This design comes from an exercise in tuning for small area, a short achievable clock period and few clock cycles per item on the open sky130 flow, not from production work.
Only simulation tests tie the RTL to the original design; equivalence was not proved.
In every run shown here, the design's own scripts or RTL, not TritonCTS, make the clock network.
The flow treats the clock pin as an ideal source. Dropping or thinning the clock tree relies on that and would not hold on a real chip.
Power is estimated from default activity; no workload was simulated.

==> flow/flow/run.sh <==
#!/bin/bash
# The standard layout (the standard.sh, standard synthesis unchanged) with
# smaller port buffers and a two-level clock tree built by flow/pre_cts.tcl
# (four root buffers on the clock port, sixteen leaf buffers) in place of
# TritonCTS. Each tool's output goes to standard.log.
set -euo pipefail
export BUFFER_PORTS_ARGS="-buffer_cell sky130_fd_sc_hd__buf_2"
export PRE_CTS_TCL="$PWD/flow/pre_cts.tcl"
bash standard.sh > standard.log 2>&1
==> flow/flow/clock_tree.tcl <==
proc build_clock_tree {nx ny leafcell rootcell} {
  set db [ord::get_db]
  set block [ord::get_db_block]
  set clk [$block findNet clk_i]
  set pts {}
  foreach it [$clk getITerms] {
    set inst [$it getInst]
    set b [$inst getBBox]
    lappend pts [list $it [expr {([$b xMin]+[$b xMax])/2}] [expr {([$b yMin]+[$b yMax])/2}]]
  }
  set n [llength $pts]
  set byx [lsort -integer -index 1 $pts]
  set leaves {}
  for {set i 0} {$i < $nx} {incr i} {
    set col [lsort -integer -index 2 [lrange $byx [expr {$i * $n / $nx}] [expr {($i + 1) * $n / $nx - 1}]]]
    set m [llength $col]
    for {set j 0} {$j < $ny} {incr j} {
      set c [lrange $col [expr {$j * $m / $ny}] [expr {($j + 1) * $m / $ny - 1}]]
      if {[llength $c] == 0} continue
      set cx 0; set cy 0
      foreach p $c { set cx [expr {$cx + [lindex $p 1]}]; set cy [expr {$cy + [lindex $p 2]}] }
      set q [expr {($i < $nx / 2 ? 0 : 1) + ($j < $ny / 2 ? 0 : 2)}]
      lappend leaves [list $c [expr {$cx / [llength $c]}] [expr {$cy / [llength $c]}] $q]
    }
  }
  set leafm [$db findMaster $leafcell]
  set rootm [$db findMaster $rootcell]
  set k 0
  for {set q 0} {$q < 4} {incr q} {
    set mine {}
    foreach l $leaves { if {[lindex $l 3] == $q} { lappend mine $l } }
    if {[llength $mine] == 0} continue
    set rx 0; set ry 0
    foreach l $mine { set rx [expr {$rx + [lindex $l 1]}]; set ry [expr {$ry + [lindex $l 2]}] }
    set root [odb::dbInst_create $block $rootm clkbuf_root_$q]
    $root setLocation [expr {$rx / [llength $mine]}] [expr {$ry / [llength $mine]}]
    $root setPlacementStatus PLACED
    set rnet [odb::dbNet_create $block clknet_root_$q]
    $rnet setSigType CLOCK
    [$root findITerm A] connect $clk
    [$root findITerm X] connect $rnet
    foreach l $mine {
      set b [odb::dbInst_create $block $leafm clkbuf_leaf_$k]
      $b setLocation [lindex $l 1] [lindex $l 2]
      $b setPlacementStatus PLACED
      set net [odb::dbNet_create $block clknet_leaf_$k]
      $net setSigType CLOCK
      [$b findITerm A] connect $rnet
      [$b findITerm X] connect $net
      foreach p [lindex $l 0] {
        set it [lindex $p 0]
        $it disconnect
        $it connect $net
      }
      incr k
    }
  }
  $clk setSigType CLOCK
  puts "build_clock_tree: $n sinks, $k leaf buffers"
}
==> flow/flow/pre_cts.tcl <==
# PRE_CTS hook: build the clock tree here (two buffer levels, see
# clock_tree.tcl) instead of TritonCTS, whose H-tree adds a third level.
source [file join [file dirname [info script]] clock_tree.tcl]
build_clock_tree 4 4 sky130_fd_sc_hd__clkbuf_16 sky130_fd_sc_hd__clkbuf_16
set_propagated_clock [all_clocks]
# cts.tcl calls clock_tree_synthesis next; the tree is already built.
rename clock_tree_synthesis orfs_unused_clock_tree_synthesis
proc clock_tree_synthesis {args} {
  puts "clock_tree_synthesis skipped: clock tree built by flow/pre_cts.tcl"
}
==> flow/standard.sh <==
#!/bin/bash
# synth_recipe.tcl (not shown) runs the flow's synth.tcl, then flattens the netlist and writes it again
# the make line also repeats each setting of config.mk as NAME=value (left out here)
make -C /OpenROAD-flow-scripts/flow DESIGN_CONFIG=/design/flow/config.mk WORK_HOME=/design/flow/orfs CLKGATE_MAP_FILE= SYNTH_SCRIPT=/design/flow/synth_recipe.tcl "${@:-finish}"
==> flow/config.mk <==
export PLATFORM = sky130hd
export DESIGN_NAME = argb_pixel_blend_unit
export DESIGN_NICKNAME = argb_pixel_blend_unit
export VERILOG_FILES = /design/flow/design.v
export SDC_FILE = /design/flow/constraint.sdc
export NUM_CORES = 4
export LEC_CHECK = 0
export CAP_MARGIN = 20
export CORE_MARGIN = 2
export CORE_UTILIZATION = 40
export SETUP_SLACK_MARGIN = 3.55
export SLEW_MARGIN = 20
export SYNTH_HIERARCHICAL = 1
==> flow/constraint.sdc <==
create_clock -name core_clock -period 5.5 [get_ports {clk_i}]
set_input_delay 1.1000 -clock core_clock [delete_from_list [all_inputs] [get_ports {clk_i}]]
set_output_delay 1.1000 -clock core_clock [all_outputs]
set_load 0.01 [all_outputs]
==> flow/design.v <==
module argb_pixel_blend_unit (
  input  logic        clk_i,
  input  logic        rst_ni,
  input  logic        start_i,
  output logic        busy_o,
  input  logic [31:0] src_pixel_i,
  input  logic [31:0] dst_pixel_i,
  output logic        done_o,
  output logic [31:0] out_pixel_o,
  input  logic        cfg_valid_i,
  output logic        cfg_ready_o,
  input  logic [1:0]  cfg_index_i,
  input  logic [31:0] cfg_data_i
);
  logic [2:0]  mode_q;
  logic [7:0]  ca_q;
  logic        sel_q;
  logic [31:0] fill_q;
  assign cfg_ready_o = 1'b1;
  assign busy_o      = 1'b0;
  logic fill_set_q;
  always_ff @(posedge clk_i or negedge rst_ni) begin
    if (!rst_ni) begin
      mode_q     <= 3'd0;
      ca_q       <= 8'hFF;
      sel_q      <= 1'b0;
      fill_set_q <= 1'b0;
    end else if (cfg_valid_i) begin
      case (cfg_index_i)
        2'd0: mode_q     <= cfg_data_i[2:0];
        2'd1: ca_q       <= cfg_data_i[7:0];
        2'd2: sel_q      <= cfg_data_i[0];
        2'd3: fill_set_q <= 1'b1;
        default: ;
      endcase
    end
  end
  always_ff @(posedge clk_i) begin
    if (cfg_valid_i && cfg_index_i == 2'd3) fill_q <= cfg_data_i;
  end
  logic [31:0] s_pix;
  assign s_pix = ({32{sel_q && fill_set_q}} & fill_q) | ({32{!sel_q}} & src_pixel_i);
  logic        m_inv_src, m_inv_dst, m_blend, m_add, m_sub;
  logic [7:0]  alpha;
  logic [23:0] p_d, q_d;
  logic [7:0]  top_d;
  assign m_inv_src = (mode_q == 3'd1);
  assign m_inv_dst = (mode_q == 3'd2);
  assign m_blend   = (mode_q == 3'd3) || (mode_q == 3'd4) || (mode_q == 3'd7);
  assign m_add     = (mode_q == 3'd5);
  assign m_sub     = (mode_q == 3'd6);
  always_comb begin
    case (mode_q)
      3'd3:    alpha = s_pix[31:24];
      3'd4:    alpha = dst_pixel_i[31:24];
      default: alpha = ca_q;
    endcase
  end
  assign p_d   = m_inv_dst ? ~dst_pixel_i[23:0] :
                 (m_inv_src || m_sub) ? ~s_pix[23:0] : s_pix[23:0];
  assign q_d   = dst_pixel_i[23:0];
  assign top_d = m_inv_dst ? ~dst_pixel_i[31:24] :
                 m_inv_src ? ~s_pix[31:24] :
                 (mode_q == 3'd0) ? s_pix[31:24] : 8'd0;
  logic        v1_q;
  logic [23:0] p_q, q_q;
  logic [7:0]  top1_q, ra_q;
  logic        dir1_q, dirb1_q, add1_q, sub1_q;
  always_ff @(posedge clk_i or negedge rst_ni) begin
    if (!rst_ni) v1_q <= 1'b0;
    else         v1_q <= start_i;
  end
  logic [7:0] rb_q, rb;
  always_ff @(posedge clk_i) begin
    p_q     <= p_d;
    q_q     <= q_d;
    top1_q  <= top_d;
    ra_q    <= m_blend ? alpha : 8'd0;
    rb_q    <= m_blend ? ~alpha : 8'd0;
    dir1_q  <= !m_blend;
    dirb1_q <= m_add || m_sub;
    add1_q  <= m_add;
    sub1_q  <= m_sub;
  end
  assign rb = rb_q;
  logic [7:0] pp0 [8];
  logic [7:0] da0, db0;
  always_comb begin
    for (int i = 0; i < 8; i++)
      pp0[i] = ({8{ra_q[i]}} & p_q[7:0]) | ({8{rb[i]}} & q_q[7:0]);
  end
  assign da0 = p_q[7:0] & {8{dir1_q}};
  assign db0 = q_q[7:0] & {8{dirb1_q}};
  logic [7:0] pp1 [8];
  logic [7:0] da1, db1;
  always_comb begin
    for (int i = 0; i < 8; i++)
      pp1[i] = ({8{ra_q[i]}} & p_q[15:8]) | ({8{rb[i]}} & q_q[15:8]);
  end
  assign da1 = p_q[15:8] & {8{dir1_q}};
  assign db1 = q_q[15:8] & {8{dirb1_q}};
  logic [7:0] pp2 [8];
  logic [7:0] da2, db2;
  always_comb begin
    for (int i = 0; i < 8; i++)
      pp2[i] = ({8{ra_q[i]}} & p_q[23:16]) | ({8{rb[i]}} & q_q[23:16]);
  end
  assign da2 = p_q[23:16] & {8{dir1_q}};
  assign db2 = q_q[23:16] & {8{dirb1_q}};
  logic [2:0] cy1;
  logic [9:0] cys0;
  assign cys0 = {1'b0, p_q[7:0], sub1_q} + {1'b0, q_q[7:0], sub1_q};
  assign cy1[0] = cys0[9];
  logic [9:0] cys1;
  assign cys1 = {1'b0, p_q[15:8], sub1_q} + {1'b0, q_q[15:8], sub1_q};
  assign cy1[1] = cys1[9];
  logic [9:0] cys2;
  assign cys2 = {1'b0, p_q[23:16], sub1_q} + {1'b0, q_q[23:16], sub1_q};
  assign cy1[2] = cys2[9];
  logic t0_1;
  logic t0_2;
  abp_fa u_t0_1 (.a(pp0[0][2]), .b(pp0[1][1]), .c(pp0[2][0]), .s(t0_1), .co(t0_2));
  logic t0_3;
  logic t0_4;
  abp_fa u_t0_3 (.a(pp0[0][3]), .b(pp0[1][2]), .c(pp0[2][1]), .s(t0_3), .co(t0_4));
  logic t0_5;
  logic t0_6;
  abp_fa u_t0_5 (.a(pp0[0][4]), .b(pp0[1][3]), .c(pp0[2][2]), .s(t0_5), .co(t0_6));
  logic t0_7;
  logic t0_8;
  abp_fa u_t0_7 (.a(pp0[0][5]), .b(pp0[1][4]), .c(pp0[2][3]), .s(t0_7), .co(t0_8));
  logic t0_9;
  logic t0_10;
  abp_fa u_t0_9 (.a(pp0[3][2]), .b(pp0[4][1]), .c(pp0[5][0]), .s(t0_9), .co(t0_10));
  logic t0_11;
  logic t0_12;
  abp_fa u_t0_11 (.a(pp0[0][6]), .b(pp0[1][5]), .c(pp0[2][4]), .s(t0_11), .co(t0_12));
  logic t0_13;
  logic t0_14;
  abp_fa u_t0_13 (.a(pp0[3][3]), .b(pp0[4][2]), .c(pp0[5][1]), .s(t0_13), .co(t0_14));
  logic t0_15;
  logic t0_16;
  abp_fa u_t0_15 (.a(pp0[0][7]), .b(pp0[1][6]), .c(pp0[2][5]), .s(t0_15), .co(t0_16));
  logic t0_17;
  logic t0_18;
  abp_fa u_t0_17 (.a(pp0[3][4]), .b(pp0[4][3]), .c(pp0[5][2]), .s(t0_17), .co(t0_18));
  logic t0_19;
  logic t0_20;
  abp_fa u_t0_19 (.a(pp0[1][7]), .b(pp0[2][6]), .c(pp0[3][5]), .s(t0_19), .co(t0_20));
  logic t0_21;
  logic t0_22;
  abp_fa u_t0_21 (.a(pp0[4][4]), .b(pp0[5][3]), .c(pp0[6][2]), .s(t0_21), .co(t0_22));
  logic t0_23;
  logic t0_24;
  abp_fa u_t0_23 (.a(pp0[7][1]), .b(da0[0]), .c(db0[0]), .s(t0_23), .co(t0_24));
  logic t0_25;
  logic t0_26;
  abp_fa u_t0_25 (.a(pp0[2][7]), .b(pp0[3][6]), .c(pp0[4][5]), .s(t0_25), .co(t0_26));
  logic t0_27;
  logic t0_28;
  abp_fa u_t0_27 (.a(pp0[5][4]), .b(pp0[6][3]), .c(pp0[7][2]), .s(t0_27), .co(t0_28));
  logic t0_29;
  logic t0_30;
  abp_ha u_t0_29 (.a(da0[1]), .b(db0[1]), .s(t0_29), .co(t0_30));
  logic t0_31;
  logic t0_32;
  abp_fa u_t0_31 (.a(pp0[3][7]), .b(pp0[4][6]), .c(pp0[5][5]), .s(t0_31), .co(t0_32));
  logic t0_33;
  logic t0_34;
  abp_fa u_t0_33 (.a(pp0[6][4]), .b(pp0[7][3]), .c(da0[2]), .s(t0_33), .co(t0_34));
  logic t0_35;
  logic t0_36;
  abp_fa u_t0_35 (.a(pp0[4][7]), .b(pp0[5][6]), .c(pp0[6][5]), .s(t0_35), .co(t0_36));
  logic t0_37;
  logic t0_38;
  abp_fa u_t0_37 (.a(pp0[7][4]), .b(da0[3]), .c(db0[3]), .s(t0_37), .co(t0_38));
  logic t0_39;
  logic t0_40;
  abp_fa u_t0_39 (.a(pp0[5][7]), .b(pp0[6][6]), .c(pp0[7][5]), .s(t0_39), .co(t0_40));
  logic t0_41;
  logic t0_42;
  abp_fa u_t0_41 (.a(pp0[6][7]), .b(pp0[7][6]), .c(da0[5]), .s(t0_41), .co(t0_42));
  logic t0_43;
  logic t0_44;
  abp_fa u_t0_43 (.a(pp0[7][7]), .b(da0[6]), .c(db0[6]), .s(t0_43), .co(t0_44));
  logic t1_1;
  logic t1_2;
  abp_fa u_t1_1 (.a(pp1[0][2]), .b(pp1[1][1]), .c(pp1[2][0]), .s(t1_1), .co(t1_2));
  logic t1_3;
  logic t1_4;
  abp_fa u_t1_3 (.a(pp1[0][3]), .b(pp1[1][2]), .c(pp1[2][1]), .s(t1_3), .co(t1_4));
  logic t1_5;
  logic t1_6;
  abp_fa u_t1_5 (.a(pp1[0][4]), .b(pp1[1][3]), .c(pp1[2][2]), .s(t1_5), .co(t1_6));
  logic t1_7;
  logic t1_8;
  abp_fa u_t1_7 (.a(pp1[0][5]), .b(pp1[1][4]), .c(pp1[2][3]), .s(t1_7), .co(t1_8));
  logic t1_9;
  logic t1_10;
  abp_fa u_t1_9 (.a(pp1[3][2]), .b(pp1[4][1]), .c(pp1[5][0]), .s(t1_9), .co(t1_10));
  logic t1_11;
  logic t1_12;
  abp_fa u_t1_11 (.a(pp1[0][6]), .b(pp1[1][5]), .c(pp1[2][4]), .s(t1_11), .co(t1_12));
  logic t1_13;
  logic t1_14;
  abp_fa u_t1_13 (.a(pp1[3][3]), .b(pp1[4][2]), .c(pp1[5][1]), .s(t1_13), .co(t1_14));
  logic t1_15;
  logic t1_16;
  abp_fa u_t1_15 (.a(pp1[0][7]), .b(pp1[1][6]), .c(pp1[2][5]), .s(t1_15), .co(t1_16));
  logic t1_17;
  logic t1_18;
  abp_fa u_t1_17 (.a(pp1[3][4]), .b(pp1[4][3]), .c(pp1[5][2]), .s(t1_17), .co(t1_18));
  logic t1_19;
  logic t1_20;
  abp_fa u_t1_19 (.a(pp1[1][7]), .b(pp1[2][6]), .c(pp1[3][5]), .s(t1_19), .co(t1_20));
  logic t1_21;
  logic t1_22;
  abp_fa u_t1_21 (.a(pp1[4][4]), .b(pp1[5][3]), .c(pp1[6][2]), .s(t1_21), .co(t1_22));
  logic t1_23;
  logic t1_24;
  abp_fa u_t1_23 (.a(pp1[7][1]), .b(da1[0]), .c(db1[0]), .s(t1_23), .co(t1_24));
  logic t1_25;
  logic t1_26;
  abp_fa u_t1_25 (.a(pp1[2][7]), .b(pp1[3][6]), .c(pp1[4][5]), .s(t1_25), .co(t1_26));
  logic t1_27;
  logic t1_28;
  abp_fa u_t1_27 (.a(pp1[5][4]), .b(pp1[6][3]), .c(pp1[7][2]), .s(t1_27), .co(t1_28));
  logic t1_29;
  logic t1_30;
  abp_ha u_t1_29 (.a(da1[1]), .b(db1[1]), .s(t1_29), .co(t1_30));
  logic t1_31;
  logic t1_32;
  abp_fa u_t1_31 (.a(pp1[3][7]), .b(pp1[4][6]), .c(pp1[5][5]), .s(t1_31), .co(t1_32));
  logic t1_33;
  logic t1_34;
  abp_fa u_t1_33 (.a(pp1[6][4]), .b(pp1[7][3]), .c(da1[2]), .s(t1_33), .co(t1_34));
  logic t1_35;
  logic t1_36;
  abp_fa u_t1_35 (.a(pp1[4][7]), .b(pp1[5][6]), .c(pp1[6][5]), .s(t1_35), .co(t1_36));
  logic t1_37;
  logic t1_38;
  abp_fa u_t1_37 (.a(pp1[7][4]), .b(da1[3]), .c(db1[3]), .s(t1_37), .co(t1_38));
  logic t1_39;
  logic t1_40;
  abp_fa u_t1_39 (.a(pp1[5][7]), .b(pp1[6][6]), .c(pp1[7][5]), .s(t1_39), .co(t1_40));
  logic t1_41;
  logic t1_42;
  abp_fa u_t1_41 (.a(pp1[6][7]), .b(pp1[7][6]), .c(da1[5]), .s(t1_41), .co(t1_42));
  logic t1_43;
  logic t1_44;
  abp_fa u_t1_43 (.a(pp1[7][7]), .b(da1[6]), .c(db1[6]), .s(t1_43), .co(t1_44));
  logic t2_1;
  logic t2_2;
  abp_fa u_t2_1 (.a(pp2[0][2]), .b(pp2[1][1]), .c(pp2[2][0]), .s(t2_1), .co(t2_2));
  logic t2_3;
  logic t2_4;
  abp_fa u_t2_3 (.a(pp2[0][3]), .b(pp2[1][2]), .c(pp2[2][1]), .s(t2_3), .co(t2_4));
  logic t2_5;
  logic t2_6;
  abp_fa u_t2_5 (.a(pp2[0][4]), .b(pp2[1][3]), .c(pp2[2][2]), .s(t2_5), .co(t2_6));
  logic t2_7;
  logic t2_8;
  abp_fa u_t2_7 (.a(pp2[0][5]), .b(pp2[1][4]), .c(pp2[2][3]), .s(t2_7), .co(t2_8));
  logic t2_9;
  logic t2_10;
  abp_fa u_t2_9 (.a(pp2[3][2]), .b(pp2[4][1]), .c(pp2[5][0]), .s(t2_9), .co(t2_10));
  logic t2_11;
  logic t2_12;
  abp_fa u_t2_11 (.a(pp2[0][6]), .b(pp2[1][5]), .c(pp2[2][4]), .s(t2_11), .co(t2_12));
  logic t2_13;
  logic t2_14;
  abp_fa u_t2_13 (.a(pp2[3][3]), .b(pp2[4][2]), .c(pp2[5][1]), .s(t2_13), .co(t2_14));
  logic t2_15;
  logic t2_16;
  abp_fa u_t2_15 (.a(pp2[0][7]), .b(pp2[1][6]), .c(pp2[2][5]), .s(t2_15), .co(t2_16));
  logic t2_17;
  logic t2_18;
  abp_fa u_t2_17 (.a(pp2[3][4]), .b(pp2[4][3]), .c(pp2[5][2]), .s(t2_17), .co(t2_18));
  logic t2_19;
  logic t2_20;
  abp_fa u_t2_19 (.a(pp2[1][7]), .b(pp2[2][6]), .c(pp2[3][5]), .s(t2_19), .co(t2_20));
  logic t2_21;
  logic t2_22;
  abp_fa u_t2_21 (.a(pp2[4][4]), .b(pp2[5][3]), .c(pp2[6][2]), .s(t2_21), .co(t2_22));
  logic t2_23;
  logic t2_24;
  abp_fa u_t2_23 (.a(pp2[7][1]), .b(da2[0]), .c(db2[0]), .s(t2_23), .co(t2_24));
  logic t2_25;
  logic t2_26;
  abp_fa u_t2_25 (.a(pp2[2][7]), .b(pp2[3][6]), .c(pp2[4][5]), .s(t2_25), .co(t2_26));
  logic t2_27;
  logic t2_28;
  abp_fa u_t2_27 (.a(pp2[5][4]), .b(pp2[6][3]), .c(pp2[7][2]), .s(t2_27), .co(t2_28));
  logic t2_29;
  logic t2_30;
  abp_ha u_t2_29 (.a(da2[1]), .b(db2[1]), .s(t2_29), .co(t2_30));
  logic t2_31;
  logic t2_32;
  abp_fa u_t2_31 (.a(pp2[3][7]), .b(pp2[4][6]), .c(pp2[5][5]), .s(t2_31), .co(t2_32));
  logic t2_33;
  logic t2_34;
  abp_fa u_t2_33 (.a(pp2[6][4]), .b(pp2[7][3]), .c(da2[2]), .s(t2_33), .co(t2_34));
  logic t2_35;
  logic t2_36;
  abp_fa u_t2_35 (.a(pp2[4][7]), .b(pp2[5][6]), .c(pp2[6][5]), .s(t2_35), .co(t2_36));
  logic t2_37;
  logic t2_38;
  abp_fa u_t2_37 (.a(pp2[7][4]), .b(da2[3]), .c(db2[3]), .s(t2_37), .co(t2_38));
  logic t2_39;
  logic t2_40;
  abp_fa u_t2_39 (.a(pp2[5][7]), .b(pp2[6][6]), .c(pp2[7][5]), .s(t2_39), .co(t2_40));
  logic t2_41;
  logic t2_42;
  abp_fa u_t2_41 (.a(pp2[6][7]), .b(pp2[7][6]), .c(da2[5]), .s(t2_41), .co(t2_42));
  logic t2_43;
  logic t2_44;
  abp_fa u_t2_43 (.a(pp2[7][7]), .b(da2[6]), .c(db2[6]), .s(t2_43), .co(t2_44));
  logic t0_45;
  logic t0_46;
  abp_fa u_t0_45 (.a(t0_2), .b(t0_3), .c(pp0[3][0]), .s(t0_45), .co(t0_46));
  logic t0_47;
  logic t0_48;
  abp_fa u_t0_47 (.a(t0_4), .b(t0_5), .c(pp0[3][1]), .s(t0_47), .co(t0_48));
  logic t0_49;
  logic t0_50;
  abp_fa u_t0_49 (.a(t0_6), .b(t0_7), .c(t0_9), .s(t0_49), .co(t0_50));
  logic t0_51;
  logic t0_52;
  abp_fa u_t0_51 (.a(t0_8), .b(t0_10), .c(t0_11), .s(t0_51), .co(t0_52));
  logic t0_53;
  logic t0_54;
  abp_fa u_t0_53 (.a(t0_12), .b(t0_14), .c(t0_15), .s(t0_53), .co(t0_54));
  logic t0_55;
  logic t0_56;
  abp_fa u_t0_55 (.a(t0_17), .b(pp0[6][1]), .c(pp0[7][0]), .s(t0_55), .co(t0_56));
  logic t0_57;
  logic t0_58;
  abp_fa u_t0_57 (.a(t0_16), .b(t0_18), .c(t0_19), .s(t0_57), .co(t0_58));
  logic t0_59;
  logic t0_60;
  abp_ha u_t0_59 (.a(t0_21), .b(t0_23), .s(t0_59), .co(t0_60));
  logic t0_61;
  logic t0_62;
  abp_fa u_t0_61 (.a(t0_20), .b(t0_22), .c(t0_24), .s(t0_61), .co(t0_62));
  logic t0_63;
  logic t0_64;
  abp_fa u_t0_63 (.a(t0_25), .b(t0_27), .c(t0_29), .s(t0_63), .co(t0_64));
  logic t0_65;
  logic t0_66;
  abp_fa u_t0_65 (.a(t0_26), .b(t0_28), .c(t0_30), .s(t0_65), .co(t0_66));
  logic t0_67;
  logic t0_68;
  abp_fa u_t0_67 (.a(t0_31), .b(t0_33), .c(db0[2]), .s(t0_67), .co(t0_68));
  logic t0_69;
  logic t0_70;
  abp_fa u_t0_69 (.a(t0_32), .b(t0_34), .c(t0_35), .s(t0_69), .co(t0_70));
  logic t0_71;
  logic t0_72;
  abp_fa u_t0_71 (.a(t0_36), .b(t0_38), .c(t0_39), .s(t0_71), .co(t0_72));
  logic t0_73;
  logic t0_74;
  abp_fa u_t0_73 (.a(t0_40), .b(t0_41), .c(db0[5]), .s(t0_73), .co(t0_74));
  logic t0_75;
  logic t0_76;
  abp_fa u_t0_75 (.a(t0_44), .b(da0[7]), .c(db0[7]), .s(t0_75), .co(t0_76));
  logic t1_45;
  logic t1_46;
  abp_fa u_t1_45 (.a(t1_2), .b(t1_3), .c(pp1[3][0]), .s(t1_45), .co(t1_46));
  logic t1_47;
  logic t1_48;
  abp_fa u_t1_47 (.a(t1_4), .b(t1_5), .c(pp1[3][1]), .s(t1_47), .co(t1_48));
  logic t1_49;
  logic t1_50;
  abp_fa u_t1_49 (.a(t1_6), .b(t1_7), .c(t1_9), .s(t1_49), .co(t1_50));
  logic t1_51;
  logic t1_52;
  abp_fa u_t1_51 (.a(t1_8), .b(t1_10), .c(t1_11), .s(t1_51), .co(t1_52));
  logic t1_53;
  logic t1_54;
  abp_fa u_t1_53 (.a(t1_12), .b(t1_14), .c(t1_15), .s(t1_53), .co(t1_54));
  logic t1_55;
  logic t1_56;
  abp_fa u_t1_55 (.a(t1_17), .b(pp1[6][1]), .c(pp1[7][0]), .s(t1_55), .co(t1_56));
  logic t1_57;
  logic t1_58;
  abp_fa u_t1_57 (.a(t1_16), .b(t1_18), .c(t1_19), .s(t1_57), .co(t1_58));
  logic t1_59;
  logic t1_60;
  abp_ha u_t1_59 (.a(t1_21), .b(t1_23), .s(t1_59), .co(t1_60));
  logic t1_61;
  logic t1_62;
  abp_fa u_t1_61 (.a(t1_20), .b(t1_22), .c(t1_24), .s(t1_61), .co(t1_62));
  logic t1_63;
  logic t1_64;
  abp_fa u_t1_63 (.a(t1_25), .b(t1_27), .c(t1_29), .s(t1_63), .co(t1_64));
  logic t1_65;
  logic t1_66;
  abp_fa u_t1_65 (.a(t1_26), .b(t1_28), .c(t1_30), .s(t1_65), .co(t1_66));
  logic t1_67;
  logic t1_68;
  abp_fa u_t1_67 (.a(t1_31), .b(t1_33), .c(db1[2]), .s(t1_67), .co(t1_68));
  logic t1_69;
  logic t1_70;
  abp_fa u_t1_69 (.a(t1_32), .b(t1_34), .c(t1_35), .s(t1_69), .co(t1_70));
  logic t1_71;
  logic t1_72;
  abp_fa u_t1_71 (.a(t1_36), .b(t1_38), .c(t1_39), .s(t1_71), .co(t1_72));
  logic t1_73;
  logic t1_74;
  abp_fa u_t1_73 (.a(t1_40), .b(t1_41), .c(db1[5]), .s(t1_73), .co(t1_74));
  logic t1_75;
  logic t1_76;
  abp_fa u_t1_75 (.a(t1_44), .b(da1[7]), .c(db1[7]), .s(t1_75), .co(t1_76));
  logic t2_45;
  logic t2_46;
  abp_fa u_t2_45 (.a(t2_2), .b(t2_3), .c(pp2[3][0]), .s(t2_45), .co(t2_46));
  logic t2_47;
  logic t2_48;
  abp_fa u_t2_47 (.a(t2_4), .b(t2_5), .c(pp2[3][1]), .s(t2_47), .co(t2_48));
  logic t2_49;
  logic t2_50;
  abp_fa u_t2_49 (.a(t2_6), .b(t2_7), .c(t2_9), .s(t2_49), .co(t2_50));
  logic t2_51;
  logic t2_52;
  abp_fa u_t2_51 (.a(t2_8), .b(t2_10), .c(t2_11), .s(t2_51), .co(t2_52));
  logic t2_53;
  logic t2_54;
  abp_fa u_t2_53 (.a(t2_12), .b(t2_14), .c(t2_15), .s(t2_53), .co(t2_54));
  logic t2_55;
  logic t2_56;
  abp_fa u_t2_55 (.a(t2_17), .b(pp2[6][1]), .c(pp2[7][0]), .s(t2_55), .co(t2_56));
  logic t2_57;
  logic t2_58;
  abp_fa u_t2_57 (.a(t2_16), .b(t2_18), .c(t2_19), .s(t2_57), .co(t2_58));
  logic t2_59;
  logic t2_60;
  abp_ha u_t2_59 (.a(t2_21), .b(t2_23), .s(t2_59), .co(t2_60));
  logic t2_61;
  logic t2_62;
  abp_fa u_t2_61 (.a(t2_20), .b(t2_22), .c(t2_24), .s(t2_61), .co(t2_62));
  logic t2_63;
  logic t2_64;
  abp_fa u_t2_63 (.a(t2_25), .b(t2_27), .c(t2_29), .s(t2_63), .co(t2_64));
  logic t2_65;
  logic t2_66;
  abp_fa u_t2_65 (.a(t2_26), .b(t2_28), .c(t2_30), .s(t2_65), .co(t2_66));
  logic t2_67;
  logic t2_68;
  abp_fa u_t2_67 (.a(t2_31), .b(t2_33), .c(db2[2]), .s(t2_67), .co(t2_68));
  logic t2_69;
  logic t2_70;
  abp_fa u_t2_69 (.a(t2_32), .b(t2_34), .c(t2_35), .s(t2_69), .co(t2_70));
  logic t2_71;
  logic t2_72;
  abp_fa u_t2_71 (.a(t2_36), .b(t2_38), .c(t2_39), .s(t2_71), .co(t2_72));
  logic t2_73;
  logic t2_74;
  abp_fa u_t2_73 (.a(t2_40), .b(t2_41), .c(db2[5]), .s(t2_73), .co(t2_74));
  logic t2_75;
  logic t2_76;
  abp_fa u_t2_75 (.a(t2_44), .b(da2[7]), .c(db2[7]), .s(t2_75), .co(t2_76));
  logic v2_q, add2_q, sub2_q;
  logic [7:0] top2_q;
  logic [2:0] cy2_q;
  always_ff @(posedge clk_i or negedge rst_ni) begin
    if (!rst_ni) v2_q <= 1'b0;
    else         v2_q <= v1_q;
  end
  logic [43:0] r2_0_q;
  logic [43:0] r2_1_q;
  logic [43:0] r2_2_q;
  always_ff @(posedge clk_i) begin
    add2_q <= add1_q;
    sub2_q <= sub1_q;
    top2_q <= top1_q;
    cy2_q <= cy1;
    r2_0_q <= {t0_76, t0_75, t0_43, t0_42, t0_74, t0_73, t0_72, db0[4], da0[4], t0_71, t0_70, t0_37, t0_69, t0_68, t0_66, t0_67, t0_65, t0_64, t0_62, t0_63, t0_61, t0_60, t0_58, t0_59, t0_57, t0_56, t0_54, t0_55, t0_53, t0_52, pp0[6][0], t0_13, t0_51, t0_50, t0_49, t0_48, pp0[4][0], t0_47, t0_46, t0_45, t0_1, pp0[1][0], pp0[0][1], pp0[0][0]};
    r2_1_q <= {t1_76, t1_75, t1_43, t1_42, t1_74, t1_73, t1_72, db1[4], da1[4], t1_71, t1_70, t1_37, t1_69, t1_68, t1_66, t1_67, t1_65, t1_64, t1_62, t1_63, t1_61, t1_60, t1_58, t1_59, t1_57, t1_56, t1_54, t1_55, t1_53, t1_52, pp1[6][0], t1_13, t1_51, t1_50, t1_49, t1_48, pp1[4][0], t1_47, t1_46, t1_45, t1_1, pp1[1][0], pp1[0][1], pp1[0][0]};
    r2_2_q <= {t2_76, t2_75, t2_43, t2_42, t2_74, t2_73, t2_72, db2[4], da2[4], t2_71, t2_70, t2_37, t2_69, t2_68, t2_66, t2_67, t2_65, t2_64, t2_62, t2_63, t2_61, t2_60, t2_58, t2_59, t2_57, t2_56, t2_54, t2_55, t2_53, t2_52, pp2[6][0], t2_13, t2_51, t2_50, t2_49, t2_48, pp2[4][0], t2_47, t2_46, t2_45, t2_1, pp2[1][0], pp2[0][1], pp2[0][0]};
  end
  logic t2_0_1;
  logic t2_0_2;
  abp_ha u_t2_0_1 (.a(r2_0_q[10]), .b(r2_0_q[11]), .s(t2_0_1), .co(t2_0_2));
  logic t2_0_3;
  logic t2_0_4;
  abp_ha u_t2_0_3 (.a(r2_0_q[14]), .b(r2_0_q[15]), .s(t2_0_3), .co(t2_0_4));
  logic t2_0_5;
  logic t2_0_6;
  abp_fa u_t2_0_5 (.a(r2_0_q[17]), .b(r2_0_q[18]), .c(r2_0_q[19]), .s(t2_0_5), .co(t2_0_6));
  logic t2_0_7;
  logic t2_0_8;
  abp_fa u_t2_0_7 (.a(r2_0_q[21]), .b(r2_0_q[22]), .c(r2_0_q[23]), .s(t2_0_7), .co(t2_0_8));
  logic t2_0_9;
  logic t2_0_10;
  abp_fa u_t2_0_9 (.a(r2_0_q[25]), .b(r2_0_q[26]), .c(r2_0_q[27]), .s(t2_0_9), .co(t2_0_10));
  logic t2_0_11;
  logic t2_0_12;
  abp_fa u_t2_0_11 (.a(r2_0_q[29]), .b(r2_0_q[30]), .c(r2_0_q[31]), .s(t2_0_11), .co(t2_0_12));
  logic t2_0_13;
  logic t2_0_14;
  abp_fa u_t2_0_13 (.a(r2_0_q[33]), .b(r2_0_q[34]), .c(r2_0_q[35]), .s(t2_0_13), .co(t2_0_14));
  logic t2_1_1;
  logic t2_1_2;
  abp_ha u_t2_1_1 (.a(r2_1_q[10]), .b(r2_1_q[11]), .s(t2_1_1), .co(t2_1_2));
  logic t2_1_3;
  logic t2_1_4;
  abp_ha u_t2_1_3 (.a(r2_1_q[14]), .b(r2_1_q[15]), .s(t2_1_3), .co(t2_1_4));
  logic t2_1_5;
  logic t2_1_6;
  abp_fa u_t2_1_5 (.a(r2_1_q[17]), .b(r2_1_q[18]), .c(r2_1_q[19]), .s(t2_1_5), .co(t2_1_6));
  logic t2_1_7;
  logic t2_1_8;
  abp_fa u_t2_1_7 (.a(r2_1_q[21]), .b(r2_1_q[22]), .c(r2_1_q[23]), .s(t2_1_7), .co(t2_1_8));
  logic t2_1_9;
  logic t2_1_10;
  abp_fa u_t2_1_9 (.a(r2_1_q[25]), .b(r2_1_q[26]), .c(r2_1_q[27]), .s(t2_1_9), .co(t2_1_10));
  logic t2_1_11;
  logic t2_1_12;
  abp_fa u_t2_1_11 (.a(r2_1_q[29]), .b(r2_1_q[30]), .c(r2_1_q[31]), .s(t2_1_11), .co(t2_1_12));
  logic t2_1_13;
  logic t2_1_14;
  abp_fa u_t2_1_13 (.a(r2_1_q[33]), .b(r2_1_q[34]), .c(r2_1_q[35]), .s(t2_1_13), .co(t2_1_14));
  logic t2_2_1;
  logic t2_2_2;
  abp_ha u_t2_2_1 (.a(r2_2_q[10]), .b(r2_2_q[11]), .s(t2_2_1), .co(t2_2_2));
  logic t2_2_3;
  logic t2_2_4;
  abp_ha u_t2_2_3 (.a(r2_2_q[14]), .b(r2_2_q[15]), .s(t2_2_3), .co(t2_2_4));
  logic t2_2_5;
  logic t2_2_6;
  abp_fa u_t2_2_5 (.a(r2_2_q[17]), .b(r2_2_q[18]), .c(r2_2_q[19]), .s(t2_2_5), .co(t2_2_6));
  logic t2_2_7;
  logic t2_2_8;
  abp_fa u_t2_2_7 (.a(r2_2_q[21]), .b(r2_2_q[22]), .c(r2_2_q[23]), .s(t2_2_7), .co(t2_2_8));
  logic t2_2_9;
  logic t2_2_10;
  abp_fa u_t2_2_9 (.a(r2_2_q[25]), .b(r2_2_q[26]), .c(r2_2_q[27]), .s(t2_2_9), .co(t2_2_10));
  logic t2_2_11;
  logic t2_2_12;
  abp_fa u_t2_2_11 (.a(r2_2_q[29]), .b(r2_2_q[30]), .c(r2_2_q[31]), .s(t2_2_11), .co(t2_2_12));
  logic t2_2_13;
  logic t2_2_14;
  abp_fa u_t2_2_13 (.a(r2_2_q[33]), .b(r2_2_q[34]), .c(r2_2_q[35]), .s(t2_2_13), .co(t2_2_14));
  logic t2_0_15;
  logic t2_0_16;
  abp_ha u_t2_0_15 (.a(r2_0_q[5]), .b(r2_0_q[6]), .s(t2_0_15), .co(t2_0_16));
  logic t2_0_17;
  logic t2_0_18;
  abp_ha u_t2_0_17 (.a(r2_0_q[8]), .b(r2_0_q[9]), .s(t2_0_17), .co(t2_0_18));
  logic t2_0_19;
  logic t2_0_20;
  abp_fa u_t2_0_19 (.a(t2_0_1), .b(r2_0_q[12]), .c(r2_0_q[13]), .s(t2_0_19), .co(t2_0_20));
  logic t2_0_21;
  logic t2_0_22;
  abp_fa u_t2_0_21 (.a(t2_0_2), .b(t2_0_3), .c(r2_0_q[16]), .s(t2_0_21), .co(t2_0_22));
  logic t2_0_23;
  logic t2_0_24;
  abp_fa u_t2_0_23 (.a(t2_0_4), .b(t2_0_5), .c(r2_0_q[20]), .s(t2_0_23), .co(t2_0_24));
  logic t2_0_25;
  logic t2_0_26;
  abp_fa u_t2_0_25 (.a(t2_0_6), .b(t2_0_7), .c(r2_0_q[24]), .s(t2_0_25), .co(t2_0_26));
  logic t2_0_27;
  logic t2_0_28;
  abp_fa u_t2_0_27 (.a(t2_0_8), .b(t2_0_9), .c(r2_0_q[28]), .s(t2_0_27), .co(t2_0_28));
  logic t2_0_29;
  logic t2_0_30;
  abp_fa u_t2_0_29 (.a(t2_0_10), .b(t2_0_11), .c(r2_0_q[32]), .s(t2_0_29), .co(t2_0_30));
  logic t2_0_31;
  logic t2_0_32;
  abp_fa u_t2_0_31 (.a(t2_0_12), .b(t2_0_13), .c(r2_0_q[36]), .s(t2_0_31), .co(t2_0_32));
  logic t2_0_33;
  logic t2_0_34;
  abp_fa u_t2_0_33 (.a(t2_0_14), .b(r2_0_q[37]), .c(r2_0_q[38]), .s(t2_0_33), .co(t2_0_34));
  logic t2_0_35;
  logic t2_0_36;
  abp_fa u_t2_0_35 (.a(r2_0_q[39]), .b(r2_0_q[40]), .c(r2_0_q[41]), .s(t2_0_35), .co(t2_0_36));
  logic t2_1_15;
  logic t2_1_16;
  abp_ha u_t2_1_15 (.a(r2_1_q[5]), .b(r2_1_q[6]), .s(t2_1_15), .co(t2_1_16));
  logic t2_1_17;
  logic t2_1_18;
  abp_ha u_t2_1_17 (.a(r2_1_q[8]), .b(r2_1_q[9]), .s(t2_1_17), .co(t2_1_18));
  logic t2_1_19;
  logic t2_1_20;
  abp_fa u_t2_1_19 (.a(t2_1_1), .b(r2_1_q[12]), .c(r2_1_q[13]), .s(t2_1_19), .co(t2_1_20));
  logic t2_1_21;
  logic t2_1_22;
  abp_fa u_t2_1_21 (.a(t2_1_2), .b(t2_1_3), .c(r2_1_q[16]), .s(t2_1_21), .co(t2_1_22));
  logic t2_1_23;
  logic t2_1_24;
  abp_fa u_t2_1_23 (.a(t2_1_4), .b(t2_1_5), .c(r2_1_q[20]), .s(t2_1_23), .co(t2_1_24));
  logic t2_1_25;
  logic t2_1_26;
  abp_fa u_t2_1_25 (.a(t2_1_6), .b(t2_1_7), .c(r2_1_q[24]), .s(t2_1_25), .co(t2_1_26));
  logic t2_1_27;
  logic t2_1_28;
  abp_fa u_t2_1_27 (.a(t2_1_8), .b(t2_1_9), .c(r2_1_q[28]), .s(t2_1_27), .co(t2_1_28));
  logic t2_1_29;
  logic t2_1_30;
  abp_fa u_t2_1_29 (.a(t2_1_10), .b(t2_1_11), .c(r2_1_q[32]), .s(t2_1_29), .co(t2_1_30));
  logic t2_1_31;
  logic t2_1_32;
  abp_fa u_t2_1_31 (.a(t2_1_12), .b(t2_1_13), .c(r2_1_q[36]), .s(t2_1_31), .co(t2_1_32));
  logic t2_1_33;
  logic t2_1_34;
  abp_fa u_t2_1_33 (.a(t2_1_14), .b(r2_1_q[37]), .c(r2_1_q[38]), .s(t2_1_33), .co(t2_1_34));
  logic t2_1_35;
  logic t2_1_36;
  abp_fa u_t2_1_35 (.a(r2_1_q[39]), .b(r2_1_q[40]), .c(r2_1_q[41]), .s(t2_1_35), .co(t2_1_36));
  logic t2_2_15;
  logic t2_2_16;
  abp_ha u_t2_2_15 (.a(r2_2_q[5]), .b(r2_2_q[6]), .s(t2_2_15), .co(t2_2_16));
  logic t2_2_17;
  logic t2_2_18;
  abp_ha u_t2_2_17 (.a(r2_2_q[8]), .b(r2_2_q[9]), .s(t2_2_17), .co(t2_2_18));
  logic t2_2_19;
  logic t2_2_20;
  abp_fa u_t2_2_19 (.a(t2_2_1), .b(r2_2_q[12]), .c(r2_2_q[13]), .s(t2_2_19), .co(t2_2_20));
  logic t2_2_21;
  logic t2_2_22;
  abp_fa u_t2_2_21 (.a(t2_2_2), .b(t2_2_3), .c(r2_2_q[16]), .s(t2_2_21), .co(t2_2_22));
  logic t2_2_23;
  logic t2_2_24;
  abp_fa u_t2_2_23 (.a(t2_2_4), .b(t2_2_5), .c(r2_2_q[20]), .s(t2_2_23), .co(t2_2_24));
  logic t2_2_25;
  logic t2_2_26;
  abp_fa u_t2_2_25 (.a(t2_2_6), .b(t2_2_7), .c(r2_2_q[24]), .s(t2_2_25), .co(t2_2_26));
  logic t2_2_27;
  logic t2_2_28;
  abp_fa u_t2_2_27 (.a(t2_2_8), .b(t2_2_9), .c(r2_2_q[28]), .s(t2_2_27), .co(t2_2_28));
  logic t2_2_29;
  logic t2_2_30;
  abp_fa u_t2_2_29 (.a(t2_2_10), .b(t2_2_11), .c(r2_2_q[32]), .s(t2_2_29), .co(t2_2_30));
  logic t2_2_31;
  logic t2_2_32;
  abp_fa u_t2_2_31 (.a(t2_2_12), .b(t2_2_13), .c(r2_2_q[36]), .s(t2_2_31), .co(t2_2_32));
  logic t2_2_33;
  logic t2_2_34;
  abp_fa u_t2_2_33 (.a(t2_2_14), .b(r2_2_q[37]), .c(r2_2_q[38]), .s(t2_2_33), .co(t2_2_34));
  logic t2_2_35;
  logic t2_2_36;
  abp_fa u_t2_2_35 (.a(r2_2_q[39]), .b(r2_2_q[40]), .c(r2_2_q[41]), .s(t2_2_35), .co(t2_2_36));
  logic [6:0] lo3_0;
  assign lo3_0 = {1'b0, t2_0_16, t2_0_15, r2_0_q[4], r2_0_q[3], r2_0_q[1], r2_0_q[0]} + {1'b0, t2_0_17, r2_0_q[7], 1'b0, 1'b0, r2_0_q[2], 1'b0};
  logic [6:0] lo3_1;
  assign lo3_1 = {1'b0, t2_1_16, t2_1_15, r2_1_q[4], r2_1_q[3], r2_1_q[1], r2_1_q[0]} + {1'b0, t2_1_17, r2_1_q[7], 1'b0, 1'b0, r2_1_q[2], 1'b0};
  logic [6:0] lo3_2;
  assign lo3_2 = {1'b0, t2_2_16, t2_2_15, r2_2_q[4], r2_2_q[3], r2_2_q[1], r2_2_q[0]} + {1'b0, t2_2_17, r2_2_q[7], 1'b0, 1'b0, r2_2_q[2], 1'b0};
  logic v3_q, add3_q, sub3_q;
  logic [7:0] top3_q;
  logic [2:0] cy3_q;
  always_ff @(posedge clk_i or negedge rst_ni) begin
    if (!rst_ni) v3_q <= 1'b0;
    else         v3_q <= v2_q;
  end
  logic [21:0] r3_0_q;
  logic [21:0] r3_1_q;
  logic [21:0] r3_2_q;
  always_ff @(posedge clk_i) begin
    add3_q <= add2_q;
    sub3_q <= sub2_q;
    top3_q <= top2_q;
    cy3_q <= cy2_q;
    r3_0_q <= {r2_0_q[43], r2_0_q[42], t2_0_36, t2_0_35, t2_0_34, t2_0_33, t2_0_32, t2_0_31, t2_0_30, t2_0_29, t2_0_28, t2_0_27, t2_0_26, t2_0_25, t2_0_24, t2_0_23, t2_0_22, t2_0_21, (t2_0_20 | sub2_q), (lo3_0[6] | sub2_q), t2_0_19, (t2_0_18 | sub2_q)};
    r3_1_q <= {r2_1_q[43], r2_1_q[42], t2_1_36, t2_1_35, t2_1_34, t2_1_33, t2_1_32, t2_1_31, t2_1_30, t2_1_29, t2_1_28, t2_1_27, t2_1_26, t2_1_25, t2_1_24, t2_1_23, t2_1_22, t2_1_21, (t2_1_20 | sub2_q), (lo3_1[6] | sub2_q), t2_1_19, (t2_1_18 | sub2_q)};
    r3_2_q <= {r2_2_q[43], r2_2_q[42], t2_2_36, t2_2_35, t2_2_34, t2_2_33, t2_2_32, t2_2_31, t2_2_30, t2_2_29, t2_2_28, t2_2_27, t2_2_26, t2_2_25, t2_2_24, t2_2_23, t2_2_22, t2_2_21, (t2_2_20 | sub2_q), (lo3_2[6] | sub2_q), t2_2_19, (t2_2_18 | sub2_q)};
  end
  logic [7:0] res_d [3];
  logic [16:0] fa0, fb0, fs0;
  assign fa0 = {r3_0_q[21], r3_0_q[19], r3_0_q[17], r3_0_q[15], r3_0_q[13], r3_0_q[11], r3_0_q[9], r3_0_q[7], r3_0_q[5], r3_0_q[3], r3_0_q[0], 1'b0, 1'b0, 1'b0, 1'b0, 1'b0, 1'b0};
  assign fb0 = {1'b0, r3_0_q[20], r3_0_q[18], r3_0_q[16], r3_0_q[14], r3_0_q[12], r3_0_q[10], r3_0_q[8], r3_0_q[6], r3_0_q[4], r3_0_q[1], 1'b0, 1'b0, 1'b0, 1'b0, 1'b0, 1'b0};
  assign fs0[5:0] = 6'd0;
  logic [11:0] fh0;
  assign fh0 = {fa0[16:6], r3_0_q[2]} + {fb0[16:6], r3_0_q[2]};
  assign fs0[16:6] = fh0[11:1];
  assign res_d[0] = (add3_q && cy3_q[0]) ? 8'hFF :
                    (sub3_q && !cy3_q[0]) ? 8'h00 : fs0[15:8];
  logic [16:0] fa1, fb1, fs1;
  assign fa1 = {r3_1_q[21], r3_1_q[19], r3_1_q[17], r3_1_q[15], r3_1_q[13], r3_1_q[11], r3_1_q[9], r3_1_q[7], r3_1_q[5], r3_1_q[3], r3_1_q[0], 1'b0, 1'b0, 1'b0, 1'b0, 1'b0, 1'b0};
  assign fb1 = {1'b0, r3_1_q[20], r3_1_q[18], r3_1_q[16], r3_1_q[14], r3_1_q[12], r3_1_q[10], r3_1_q[8], r3_1_q[6], r3_1_q[4], r3_1_q[1], 1'b0, 1'b0, 1'b0, 1'b0, 1'b0, 1'b0};
  assign fs1[5:0] = 6'd0;
  logic [11:0] fh1;
  assign fh1 = {fa1[16:6], r3_1_q[2]} + {fb1[16:6], r3_1_q[2]};
  assign fs1[16:6] = fh1[11:1];
  assign res_d[1] = (add3_q && cy3_q[1]) ? 8'hFF :
                    (sub3_q && !cy3_q[1]) ? 8'h00 : fs1[15:8];
  logic [16:0] fa2, fb2, fs2;
  assign fa2 = {r3_2_q[21], r3_2_q[19], r3_2_q[17], r3_2_q[15], r3_2_q[13], r3_2_q[11], r3_2_q[9], r3_2_q[7], r3_2_q[5], r3_2_q[3], r3_2_q[0], 1'b0, 1'b0, 1'b0, 1'b0, 1'b0, 1'b0};
  assign fb2 = {1'b0, r3_2_q[20], r3_2_q[18], r3_2_q[16], r3_2_q[14], r3_2_q[12], r3_2_q[10], r3_2_q[8], r3_2_q[6], r3_2_q[4], r3_2_q[1], 1'b0, 1'b0, 1'b0, 1'b0, 1'b0, 1'b0};
  assign fs2[5:0] = 6'd0;
  logic [11:0] fh2;
  assign fh2 = {fa2[16:6], r3_2_q[2]} + {fb2[16:6], r3_2_q[2]};
  assign fs2[16:6] = fh2[11:1];
  assign res_d[2] = (add3_q && cy3_q[2]) ? 8'hFF :
                    (sub3_q && !cy3_q[2]) ? 8'h00 : fs2[15:8];
  logic        vo_q;
  logic [31:0] out_q;
  always_ff @(posedge clk_i or negedge rst_ni) begin
    if (!rst_ni) vo_q <= 1'b0;
    else         vo_q <= v3_q;
  end
  always_ff @(posedge clk_i) begin
    out_q <= {top3_q, res_d[2], res_d[1], res_d[0]};
  end
  assign done_o      = vo_q;
  assign out_pixel_o = out_q;
endmodule
module abp_fa (
  input  logic a,
  input  logic b,
  input  logic c,
  output logic s,
  output logic co
);
  assign s  = a ^ b ^ c;
  assign co = (a & b) | (a & c) | (b & c);
endmodule
module abp_ha (
  input  logic a,
  input  logic b,
  output logic s,
  output logic co
);
  assign s  = a ^ b;
  assign co = a & b;
endmodule
==> summary.md, run 1 <==
| Metric | Value |
|---|---|
| Post-route clock period utilization | `0.352` |
| Final routed wirelength across all metal layers | `39500 µm` |
| Effective utilization at floorplan | `0.404` |
| Total half-perimeter wirelength after legalization and detailed placement | `27500 µm` |
| Antenna violations before repair | `5` |
| Post-CTS clock slew at the launch and capture registers of the worst setup and hold paths | `0.09 ns` |
| Number of distinct library cells after synthesis | `58` |
| Post-synth design cell area | `0.0168 mm²` |
| Setup slack after placement | `2.94 ns` |
| Register area share after synthesis | `0.467` |
| Largest net degree at the start of global routing | `35` |
| Dominant delay contributor by cell family on the critical path | `flip-flops` |
| Weighted congestion reported at the end of routability-driven placement | `0.827` |
| Delay contributed by the slowest stage of the critical path | `0.37 ns` |
| Synthesis-to-layout area growth | `10.1%` |
| Overall overflow remaining after global route | `0` |
| Overall via count from detail_route | `10500` |
| Element type at the critical path end | `output pin` |
| Type of origin of the critical path | `flip-flop` |
| Number of register bits inferred by synthesis | `372` |
| Final hold vios | `0` |
| Total chip power | `9820 µW` |
| Die Span X | `209 µm` |
| Maximum fanout count along the critical path | `1` |
| Number of enable flip-flop cells after synthesis | `32` |
| Count of hold buffers inserted by post-cts repair | `0` |
| Gr usage total | `0.176` |
| Worst-path cell with the longest stage delay | `sky130_fd_sc_hd__dfrtp_1` |
| DRC Markers | `0` |
| Filler Cells Inserted | `3782` |
| Sum Neg Setup Slack | `0 ns` |
| Most common flop cell mapped by yosys | `sky130_fd_sc_hd__dfxtp_1` |
| Relative slew slack | `0.562` |
| Number of search-and-repair iterations in the first detailed-routing pass | `5` |
| Average via count per standard cell | `5.47` |
| Share of final-layout standard cells stronger than drive strength 1 | `0.191` |
| Setup repair after global routing missed its margin | `yes` |
| Die Area | `0.0438 mm²` |
| Number of global-route vias before repair | `10800` |
| Actual transition at the worst max-transition pin | `0.658 ns` |
| Power per cell area | `529 mW/mm²` |
| Pins Over Slew Limit | `0` |
| Buf/Inv on CP | `1` |
| Core region area | `0.0418 mm²` |
| Worst-path cell chain | `buf_2` |
| Result of the run | `timing/DRC/antenna clean` |
| Clock latency reported for the late side of the worst-skew pair | `0.32 ns` |
| Gate Count Post-Synth | `1314` |
| Global-route wire length before repair | `61700 µm` |
| Final non-filler cell total | `1914` |
| Antenna viol nets, final | `0` |
| Final critical-path required period | `1.94 ns` |
| Row count | `75` |
| Final nets | `1702` |
| Final setup vio count | `0` |
| Post-Synthesis Net Count | `1641` |
| Class of the most critical hold timing path | `reg2reg` |
| Number of warnings printed during yosys synthesis | `15` |
| Number of placed I/O pins | `137` |
| Detailed Route Iter0 Violations | `753` |
| Leakage | `0.00804 µW` |
| Wire length per cell | `20.6 µm` |
| Maximum vdd ir drop | `0.000218 V` |
| Least setup slack across all paths after layout | `3.56 ns` |
| Final Hold Slack | `0.333 ns` |
| Die extent in y | `209 µm` |
| Leading cell type in the layout, fill and taps excluded | `sky130_fd_sc_hd__dfxtp_1` |
| Critical path start-end classification | `reg2out` |
| Async set or reset register ratio after synthesis | `0.0457` |
| WP data arrival | `0.84 ns` |
| Data required time at the worst endpoint | `4.40 ns` |
| Port Buffers | `134` |
| Highest-count cells in the layout ignoring fill and taps | `289 x sky130_fd_sc_hd__dfxtp_1, 197 x sky130_fd_sc_hd__a22o_1, 150 x sky130_fd_sc_hd__fa_1, 134 x sky130_fd_sc_hd__buf_2, 75 x sky130_fd_sc_hd__ha_1` |
| Placed insts | `1886` |
| Max frequency | `517 MHz` |
| Mean instance size in the synthesized netlist | `12.8 µm²` |
| Count of max-cap constraint violations | `0` |
| Setup clock skew after layout | `0.0132 ns` |
## sequential cells by signal, indices dropped and copies added, names as in the netlist, 3 cells and up
signal	flops
r3_1_q	21
out_q	32
r2_0_q	42
rb_q	8
r2_2_q	42
top2_q	8
ra_q	8
ca_q	8
r2_1_q	42
p_q	24
top3_q	8
fill_q	32
cy2_q	3
mode_q	3
q_q	24
top1_q	8
r3_2_q	21
r3_0_q	21
cy3_q	3
## cells by family after synthesis
logic type | count (synthesis) | synth area share
flops | 372 | 0.467
xor+xnor | 39 | 0.0203
fa+ha+maj | 225 | 0.234
compound gates | 359 | 0.169
mux | 52 | 0.0324
other cells | 2 | 0.000446
buf+inv | 111 | 0.0275
simple gates | 154 | 0.0496
## cell type report
| cell class | instances | area [µm²] | area share |
|---|---|---|---|
| flip-flops and latches | 372 | 7940 | 0.428 |
| plain buffers | 20 | 500 | 0.0270 |
| multi-input cells | 832 | 8590 | 0.463 |
| inverters | 1 | 7.51 | 0.000405 |
| diodes | 2 | 5.00 | 0.000270 |
| repair buffers | 148 | 831 | 0.0448 |
| well taps | 539 | 674 | 0.0363 |
## cell usage after synthesis (all sizes together) (24+ instances only)
| library cell | instances | area, µm² |
|---|---|---|
| nor2 | 31 | 116 |
| dfxtp | 323 | 6470 |
| buf | 27 | 149 |
| mux2i | 32 | 320 |
| a22oi | 24 | 180 |
| clkbuf | 83 | 312 |
| o21ai | 29 | 145 |
| nand2 | 24 | 90.1 |
| edfxtp | 32 | 961 |
| ha | 75 | 938 |
| a22o | 197 | 1730 |
| and2 | 52 | 328 |
| a21oi | 26 | 138 |
| fa | 150 | 3000 |
| xnor2 | 32 | 280 |
## report_power, final
part / leakage [µW] / switching, µW / internal [µW]
sequential: 0.00318 / 834 / 3740
clock: 0.000246 / 779 / 656
combinational: 0.00461 / 1970 / 1850
total: 0.00804 / 3580 / 6240
## modules after synthesis, one instance, submodules excluded
module / flip-flops and latches / area (µm²) / cells inside
argb_pixel_blend_unit: 372 / 13600 / 1146
abp_fa: 0 / 20.0 / 1
abp_ha: 0 / 12.5 / 1
## metrics by stage
| stage | instance area (µm²) | util |
|---|---|---|
| final | 18600 | 0.444 |
| after global routing | 18600 | 0.444 |
| after CTS | 18400 | 0.442 |
| after detailed placement | 17800 | 0.427 |
| after global placement | 17800 | 0.427 |
| after floorplan | 16900 | - |
## repair_timing
action                     4_1_cts  5_1_grt
setup endpoints to repair      119       74
setup buffers                    2        3
gates resized for setup         34       34
cloned                           1        0
## layer usage
metal	wire length, µm	vias up	global-route usage
li1	-	4823	-
met1	18000	5196	0.253
met2	17600	380	0.276
met5	34	-	0
met3	2790	56	0.0299
met4	1110	6	0.0493
## worst register-to-register path: stages, from the launching register on
cell and delay [ns]:
sky130_fd_sc_hd__dfxtp_1 0.61, sky130_fd_sc_hd__a22o_1 0.23, sky130_fd_sc_hd__fa_1 0.44, sky130_fd_sc_hd__fa_1 0.49
## final timing paths
kind | start | end | slack (ns) | cells after the start
max in group asynchronous | rst_ni | mode_q[1]$_DFFE_PN0P_ | 4.46 | 1
setup reg to reg | p_q[6]$_DFF_P_ | r2_0_q[15]$_DFF_P_ | 3.59 | 3
setup / recovery | vo_q$_DFF_PN0_ | done_o | 3.56 | 1
min in group asynchronous | rst_ni | mode_q[1]$_DFFE_PN0P_ | 0.71 | 1
hold reg to reg | top3_q[5]$_DFF_P_ | out_q[29]$_DFF_P_ | 0.33 | 0
hold / removal | top3_q[5]$_DFF_P_ | out_q[29]$_DFF_P_ | 0.33 | 0
Testbench counts, summed over its fixed seeds: cycles 16,967, items 16,026.
==> run 2: changes to the inputs <==
==> flow/flow/run.sh (replaced) <==
#!/bin/bash
# The standard layout (the standard.sh, standard synthesis unchanged) with
# smaller port buffers and a two-level clock tree built by flow/pre_cts.tcl
# (four root buffers on the clock port, twenty-four leaf buffers) in place of
# TritonCTS. Each tool's output goes to standard.log.
set -euo pipefail
export BUFFER_PORTS_ARGS="-buffer_cell sky130_fd_sc_hd__buf_2"
export PRE_CTS_TCL="$PWD/flow/pre_cts.tcl"
bash standard.sh > standard.log 2>&1
==> flow/flow/pre_cts.tcl (replaced) <==
# PRE_CTS hook: build the clock tree here (two buffer levels, see
# clock_tree.tcl) instead of TritonCTS, whose H-tree adds a third level.
source [file join [file dirname [info script]] clock_tree.tcl]
build_clock_tree 6 4 sky130_fd_sc_hd__clkbuf_8 sky130_fd_sc_hd__clkbuf_16
set_propagated_clock [all_clocks]
# cts.tcl calls clock_tree_synthesis next; the tree is already built.
rename clock_tree_synthesis orfs_unused_clock_tree_synthesis
proc clock_tree_synthesis {args} {
  puts "clock_tree_synthesis skipped: clock tree built by flow/pre_cts.tcl"
}
--- a/flow/config.mk
+++ b/flow/config.mk
@@ -7,7 +7,7 @@
 export LEC_CHECK = 0
 export CAP_MARGIN = 20
 export CORE_MARGIN = 2
-export CORE_UTILIZATION = 40
+export CORE_UTILIZATION = 50
 export SETUP_SLACK_MARGIN = 3.55
 export SLEW_MARGIN = 20
 export SYNTH_HIERARCHICAL = 1
==> run 2 against run 1 <==
Effect of this change:
- combinational power is essentially flat
- sequential power hardly changed
- via count is 0.28% lower
- worst setup slack better by 0.0063 ns
- critical path type is now reg2reg
- critical endpoint is now cy2_q[0]$_DFF_P_
- largest cell class unchanged
==> summary.md, run 2 <==
| Metric | Value |
|---|---|
| Async set or reset register ratio after synthesis | `0.0457` |
| Share of the core filled with cells in the final layout | `0.550` |
| Synth cell count leaders | `323 x sky130_fd_sc_hd__dfxtp_1, 197 x sky130_fd_sc_hd__a22o_1, 150 x sky130_fd_sc_hd__fa_1, 83 x sky130_fd_sc_hd__clkbuf_1, 75 x sky130_fd_sc_hd__ha_1` |
| Path length in cells of the critical path | `4` |
| Die extent in y | `188 µm` |
| Maximum vdd ir drop | `0.000252 V` |
| Actual transition at the worst max-transition pin | `0.621 ns` |
| Global-route wire length before repair | `61600 µm` |
| Sum Neg Setup Slack | `0 ns` |
| Antenna violations before repair | `3` |
| Final routed wirelength across all metal layers | `38200 µm` |
| Worst setup startpoint | `p_q[4]$_DFF_P_` |
| Element type at the critical path end | `flip-flop` |
| Clock latency reported for the late side of the worst-skew pair | `0.33 ns` |
| Post-route clock period utilization | `0.351` |
| Number of warnings printed during yosys synthesis | `15` |
| Number of search-and-repair iterations in the first detailed-routing pass | `5` |
| Row count | `67` |
| Total half-perimeter wirelength after legalization and detailed placement | `26400 µm` |
| Max frequency | `518 MHz` |
| Wire length per cell | `20.9 µm` |
| Power per cell area | `526 mW/mm²` |
| Area occupied by multi-input gates | `0.00860 mm²` |
| Post-Synthesis Net Count | `1641` |
| Number of enable flip-flop cells after synthesis | `32` |
| Gr usage total | `0.218` |
| Critical path endpoint | `cy2_q[0]$_DFF_P_` |
| Core region area | `0.0334 mm²` |
| Source of the worst register-to-register timing path | `p_q[4]$_DFF_P_` |
| Delay contributed by the slowest stage of the critical path | `0.62 ns` |
| Most common flop cell mapped by yosys | `sky130_fd_sc_hd__dfxtp_1` |
| Filler Cells Inserted | `2894` |
| Buf/Inv on CP | `0` |
| Setup repair after global routing missed its margin | `yes` |
| Die Span X | `188 µm` |
| Most common cell in the synthesized netlist | `sky130_fd_sc_hd__dfxtp_1` |
| Largest net degree at the start of global routing | `35` |
| Data required time at the worst endpoint | `5.65 ns` |
| Maximum fanout count along the critical path | `10` |
| Register area share after synthesis | `0.467` |
| Endpoint of the most critical register-to-register path | `cy2_q[0]$_DFF_P_` |
| Gate Count Post-Synth | `1314` |
| Worst-path cell chain | `ha_1 > a21o_1 > a2111oi_1 > o21bai_1` |
| Average via count per standard cell | `5.70` |
| Weighted congestion reported at the end of routability-driven placement | `0.819` |
| R2r setup slk | `3.57 ns` |
| Share of final-layout standard cells stronger than drive strength 1 | `0.198` |
| Effective utilization at floorplan | `0.505` |
| Final nets | `1710` |
| WP data arrival | `2.08 ns` |
| Port Buffers | `134` |
| Number of placed I/O pins | `137` |
| Class of the most critical hold timing path | `reg2reg` |
| Number of global-route vias before repair | `10900` |
| Pins Over Slew Limit | `0` |
| Setup clock skew after layout | `0.0249 ns` |
| Count of hold buffers inserted by post-cts repair | `0` |
| Number of distinct library cells after synthesis | `58` |
| Antenna viol nets, final | `0` |
| Dominant delay contributor by cell family on the critical path | `compound AO/OA/AOI/OAI gates` |
| Final hold vios | `0` |
| Count of max-cap constraint violations | `0` |
| DRC Markers | `0` |
| Overall overflow remaining after global route | `0` |
| Synthesis-to-layout area growth | `8.96%` |
| Post-CTS clock slew at the launch and capture registers of the worst setup and hold paths | `0.09 ns` |
| Critical path start-end classification | `reg2reg` |
| Leading cell type in the layout, fill and taps excluded | `sky130_fd_sc_hd__dfxtp_1` |
| Highest-count cells in the layout ignoring fill and taps | `288 x sky130_fd_sc_hd__dfxtp_1, 197 x sky130_fd_sc_hd__a22o_1, 150 x sky130_fd_sc_hd__fa_1, 134 x sky130_fd_sc_hd__buf_2, 75 x sky130_fd_sc_hd__ha_1` |
| Leakage | `0.00799 µW` |
| Die Area | `0.0352 mm²` |
| Mean instance size in the synthesized netlist | `12.8 µm²` |
| Overall via count from detail_route | `10400` |
| Relative slew slack | `0.586` |
| Biggest area contributors in the synthesized netlist | `sky130_fd_sc_hd__dfxtp_1 38%, sky130_fd_sc_hd__fa_1 18%, sky130_fd_sc_hd__a22o_1 10%` |
| Final setup vio count | `0` |
| Worst-path cell with the longest stage delay | `sky130_fd_sc_hd__dfxtp_1` |
| Final critical-path required period | `1.93 ns` |
| Detailed Route Iter0 Violations | `518` |
| Library cell occupying the most area in the post-synthesis netlist | `sky130_fd_sc_hd__dfxtp_1` |
| Path depth of the worst reg2reg path | `4` |
| Regs by FF count | `r2_0_q: 42 flops, r2_1_q: 42 flops, r2_2_q: 42 flops` |
| Post-synth design cell area | `0.0168 mm²` |
| Result of the run | `timing/DRC/antenna clean` |
| Number of register bits inferred by synthesis | `372` |
| Sequential cell area | `0.00795 mm²` |
| Type of origin of the critical path | `flip-flop` |
| Area share of the largest cell type after synthesis | `0.384` |
## run 2: cell types whose count changed in the layout (fill, tap and decap cells not counted), moves of 2 or more
cell	previous run	this run
sky130_fd_sc_hd__clkbuf_8	0	24
sky130_fd_sc_hd__clkbuf_16	20	4
sky130_fd_sc_hd__a22oi_1	24	21
sky130_fd_sc_hd__a22oi_2	0	3
sky130_fd_sc_hd__a211oi_1	4	6
sky130_fd_sc_hd__a211oi_2	2	0
sky130_fd_sc_hd__dfxtp_4	13	15
## run 2: report_power, final
part           internal [µW]  switching, µW  total, µW
combinational           1850           1930       3780
sequential              3740            837       4580
clock                    528            768       1300
total                   6110           3540       9650
## run 2: logic make-up after synthesis
family	after synthesis	synth area share
mux	52	0.0324
fa+ha+maj	225	0.234
xor+xnor	39	0.0203
other cells	2	0.000446
buf+inv	111	0.0275
compound gates	359	0.169
simple gates	154	0.0496
flops	372	0.467
## run 2: metrics by stage
stage / worst slack, ns / std cells / total power, µW / cell area, µm² / hold slack (ns)
global placement: 3.06 / 1793 / 8220 / 17700 / 0.312
CTS: 3.48 / 1826 / 9710 / 18300 / 0.329
finish: 3.57 / 1831 / 9650 / 18400 / 0.328
global route: 3.54 / 1829 / 10500 / 18400 / 0.335
floorplan: 3.56 / 1314 / 7120 / 16900 / 0.310
detailed placement: 2.99 / 1793 / 8350 / 17700 / 0.312
## run 2: what timing repair did
| item | 4_1_cts | 5_1_grt |
|---|---|---|
| gates cloned | 2 | 0 |
| setup endpoints to repair | 129 | 67 |
| pin swaps | 0 | 0 |
| setup buffers | 3 | 3 |
| gates resized for setup | 46 | 27 |
## run 2: worst min-delay path by stage
stage,start,end,cells after the start,slack [ns]
final,top2_q[5]$_DFF_P_,top3_q[5]$_DFF_P_,0,0.33
after global routing,top3_q[6]$_DFF_P_,out_q[30]$_DFF_P_,0,0.34
after CTS,top2_q[3]$_DFF_P_,top3_q[3]$_DFF_P_,0,0.33
after detailed placement,top3_q[5]$_DFF_P_,out_q[29]$_DFF_P_,0,0.31
after global placement,r2_1_q[42]$_DFF_P_,r3_1_q[20]$_DFF_P_,0,0.31
after floorplan,add1_q$_DFF_P_,add2_q$_DFF_P_,0,0.31
## run 2: metal layers
| metal | up-vias | GRT usage | wire, µm |
|---|---|---|---|
| met5 | - | 0 | 8 |
| met4 | 2 | 0.0400 | 820 |
| met3 | 44 | 0.0415 | 2770 |
| met2 | 399 | 0.353 | 17100 |
| met1 | 5150 | 0.310 | 17500 |
| li1 | 4837 | - | - |
## run 2: Yosys stat by module, one instance, submodules excluded
module	cells	flops+latches	copies in the design	cell area (µm²)
argb_pixel_blend_unit	1146	372	1	13600
abp_fa	1	0	150	20.0
abp_ha	1	0	18	12.5
## run 2: area by class of cell
type                    count  area share
diodes                      2    0.000273
plain buffers              28      0.0234
inverters                   1    0.000409
multi-input cells         832       0.468
flip-flops and latches    372       0.433
well taps                 448      0.0305
repair buffers            147      0.0438
repair inverters            1    0.000409

-- what the ideal ports hide --
The results above use ideal ports. As a check the final layouts listed here were re-extracted and re-timed, cells and wires unchanged.
Step 1, drivers: a clkbuf_16 drives clk_i and a buf_2 each remaining input, both assumed.
Step 2, shift: input delay + t, output delay - t, t = (earliest + latest rising clock arrival at the registers) / 2. This alone moves slack from input paths to output paths.
Three values: ideal, step 1, step 2; two values: the first two.
| run | shift t [ns] | setup WS [ns] | clock arrival spread, ns | cell pins on the clock port's net |
|---|---|---|---|---|
| run 1 | 0.434 | 3.565 / 3.448 / 3.320 | 0.015 / 0.014 | 4 |
| run 2 | 0.422 | 3.571 / 3.464 / 3.270 | 0.028 / 0.029 | 4 |
After both steps every run listed still meets setup and hold. The setup slack of run 2, which loses most, moves by -0.107 ns with the drivers and by -0.301 ns with both steps.
